Background: an optimization exercise with open tools, aiming at small area and a short achievable clock period. Do not read the settings as production practice.
The RTL was checked by simulation tests, not by an equivalence proof against the original design.
Power and IR drop assume default switching activity.

## axi_rd_mem_stub
module axi_rd_mem_stub #(
    parameter int ADDR_BITS            = 16,
    parameter int LOG_BLOCK_DATA_BYTES = 0,
    parameter int MEM_WORD_BITS        = 8,
    parameter int BURST_LEN_WIDTH      = 8,
    parameter int TID_WIDTH            = 8,
    parameter int LOG_OUTSTANDING      = 2,
    parameter int LAT_WIDTH            = 6,
    localparam int DATA_WIDTH          = 8 << LOG_BLOCK_DATA_BYTES
) (
    input  logic                       clk,
    input  logic                       rst,
    input  logic                       s_ar_valid,
    output logic                       s_ar_ready,
    input  logic [ADDR_BITS-1:0]       s_ar_addr,
    input  logic [BURST_LEN_WIDTH-1:0] s_ar_len,
    input  logic [TID_WIDTH-1:0]       s_ar_id,
    output logic                       s_r_valid,
    input  logic                       s_r_ready,
    output logic [DATA_WIDTH-1:0]      s_r_data,
    output logic [TID_WIDTH-1:0]       s_r_id,
    output logic                       s_r_last,
    output logic [1:0]                 s_r_resp,
    input  logic [LAT_WIDTH-1:0]       cfg_latency,
    input  logic                       ld_en,
    input  logic [MEM_WORD_BITS-1:0]   ld_addr,
    input  logic [DATA_WIDTH-1:0]      ld_data,
    output logic [LOG_OUTSTANDING:0]   outstanding,
    output logic                       busy
);
==> flow/config.mk <==
export PLATFORM = sky130hd
export DESIGN_NAME = axi_rd_mem_stub
export DESIGN_NICKNAME = axi_rd_mem_stub
export VERILOG_FILES = /design/flow/design.v
export SDC_FILE = /design/flow/constraint.sdc
export NUM_CORES = 4
export LEC_CHECK = 0
export CAP_MARGIN = 20
export CORE_MARGIN = 2
export CORE_UTILIZATION = 65
export CTS_CLUSTER_DIAMETER = 100
export CTS_CLUSTER_SIZE = 30
export PLACE_DENSITY = 0.72
export SETUP_SLACK_MARGIN = 2.9
export SLEW_MARGIN = 20
==> flow/constraint.sdc <==
create_clock -name core_clock -period 5.5 [get_ports {clk}]
set_input_delay 1.1000 -clock core_clock [delete_from_list [all_inputs] [get_ports {clk}]]
set_output_delay 1.1000 -clock core_clock [all_outputs]
set_load 0.01 [all_outputs]
standard.sh (not shown) runs the stock make flow with config.mk's settings and CLKGATE_MAP_FILE= SYNTH_SCRIPT=/design/flow/synth_recipe.tcl, a recipe that flattens the netlist after the stock synthesis.
==> flow/flow/run.sh <==
#!/bin/bash
# Standard ORFS layout (standard.sh), with two changes to how it is made:
# the port buffers are plain buffers (buffer_ports otherwise picks a delay
# cell), and timing repair may resize cells across footprints.
set -euo pipefail
bash standard.sh MATCH_CELL_FOOTPRINT=0 "BUFFER_PORTS_ARGS=-buffer_cell sky130_fd_sc_hd__buf_2" finish > make_finish.log 2>&1
The first run produced a clean layout.
Edit:
- CORE_UTILIZATION: 65 -> 70
- CTS_CLUSTER_DIAMETER: 100 -> 80
- CTS_CLUSTER_SIZE: 30 -> 24
- PLACE_DENSITY: 0.72 -> 0.76
- SETUP_SLACK_MARGIN: 2.9 -> 3.3
The new run completed with no timing, DRC or antenna violations; final cell count goes down slightly; combinational power goes up by roughly a tenth; die area goes down by a little under a tenth.
Edit:
==> flow/run.sh (new file) <==
#!/bin/bash
# synth_recipe.tcl (not shown) runs the flow's synth.tcl, then flattens the netlist and writes it again
# the make line also repeats each setting of config.mk as NAME=value (left out here)
make -C /OpenROAD-flow-scripts/flow DESIGN_CONFIG=/design/flow/config.mk WORK_HOME=/design/flow/orfs CLKGATE_MAP_FILE= SYNTH_SCRIPT=/design/flow/synth_recipe.tcl finish
- SETUP_SLACK_MARGIN: 3.3 -> 2.9
removed: flow/flow/run.sh
removed: flow/standard.sh
=>
- The changed run finished with timing, DRC and antenna clean
- worst setup slack gets worse by 19 ps
- clock skew went down by 15 ps
- sequential power is about the same
- utilization decreases by 1.0 points
- final area drops by 1.3%
- clock-buffer cell count climbs by 9
- non-clock buffer count decreases by 63
- wire length decreases by 3.2%
- worst hold slack gains 30 ps
- synthesized cell count stays the same
- die area does not change

the baseline:
Another version of the RTL of axi_rd_mem_stub (not shown whole).
Size: ~4,600 cells after synthesis, about 2,300 flip-flops, roughly 84 I/O pins, about 0.084 mm^2 of cells after synthesis.
clock: 5.5 ns
lec_check: 0
cap_margin: 20
core_margin: 2
core_utilization: 66
cts_cluster_diameter: 80
cts_cluster_size: 24
place_density: 0.72
setup_slack_margin: 3.6
slew_margin: 20
synth_hierarchical: 1
run.sh (not shown) runs the stock make flow with config.mk's settings and CLKGATE_MAP_FILE= SYNTH_SCRIPT=/design/flow/synth_recipe.tcl, a recipe that flattens the netlist after the stock synthesis.
Stock flow here: none of the scripts above is used.
For the candidate, these inputs were changed with respect to the baseline:
Settings: swapping 3.6 for 2.9 in SETUP_SLACK_MARGIN.
==> run summary <==
Against the baseline, the candidate comes in 2.1% lower on static leakage power. Higher finished layout cell area was reported by the baseline, not the candidate. Compared to the baseline, the candidate has worst setup slack 0.014 ns lower. Measured against each other, the candidate and the baseline differ in area of combinational cells with multiple inputs, the higher figure coming from the baseline. Synthesis-stage register bit count: the candidate vs the baseline identical. Delta (the candidate minus the baseline): ratio of final minimum period to clock period saw an increase, final hold slack -0.015 ns, final core area utilization went down by 1.2 points.

[separate check: timing with driven ports]
No port has a modelled driver above. Below, the same layouts with a new extraction and two added sets of constraints.
Step 1 (the two cells are an assumption about what drives the block):
set clk [get_ports {clk}]
set_driving_cell -lib_cell sky130_fd_sc_hd__clkbuf_16 $clk
set_driving_cell -lib_cell sky130_fd_sc_hd__buf_2 [delete_from_list [all_inputs] $clk]
Step 2 moves the port delays by t, midway between the first and last clock arrival at a register: inputs arrive t later, outputs are due t later. That takes back most of the time a late clock gives input paths.
Three values: ideal, step 1, step 2; two values: the first two.
run	t (ns)	setup WS [ns]	hold slack, ns	latest minus earliest clock arrival (ns)	worst data-port slew with drivers (ns)
the first run of note 1	0.817	2.594 / 2.594 / 2.000	0.457 / 0.396 / 0.458	0.060 / 0.060	0.07
the second run of note 1	0.837	2.596 / 2.596 / 2.109	0.427 / 0.368 / 0.462	0.059 / 0.059	0.18
the third run of note 1	0.837	2.577 / 2.577 / 2.028	0.456 / 0.456 / 0.456	0.041 / 0.042	0.16
the baseline	0.833	2.493 / 2.493 / 1.873	0.480 / 0.480 / 0.480	0.049 / 0.049	0.06
the candidate	0.840	2.479 / 2.479 / 2.059	0.465 / 0.465 / 0.465	0.024 / 0.024	0.15
After both steps every run listed still meets setup and hold. For the baseline, which loses most, drivers alone change the setup slack by 0.000 ns; drivers and shift together by -0.620 ns.
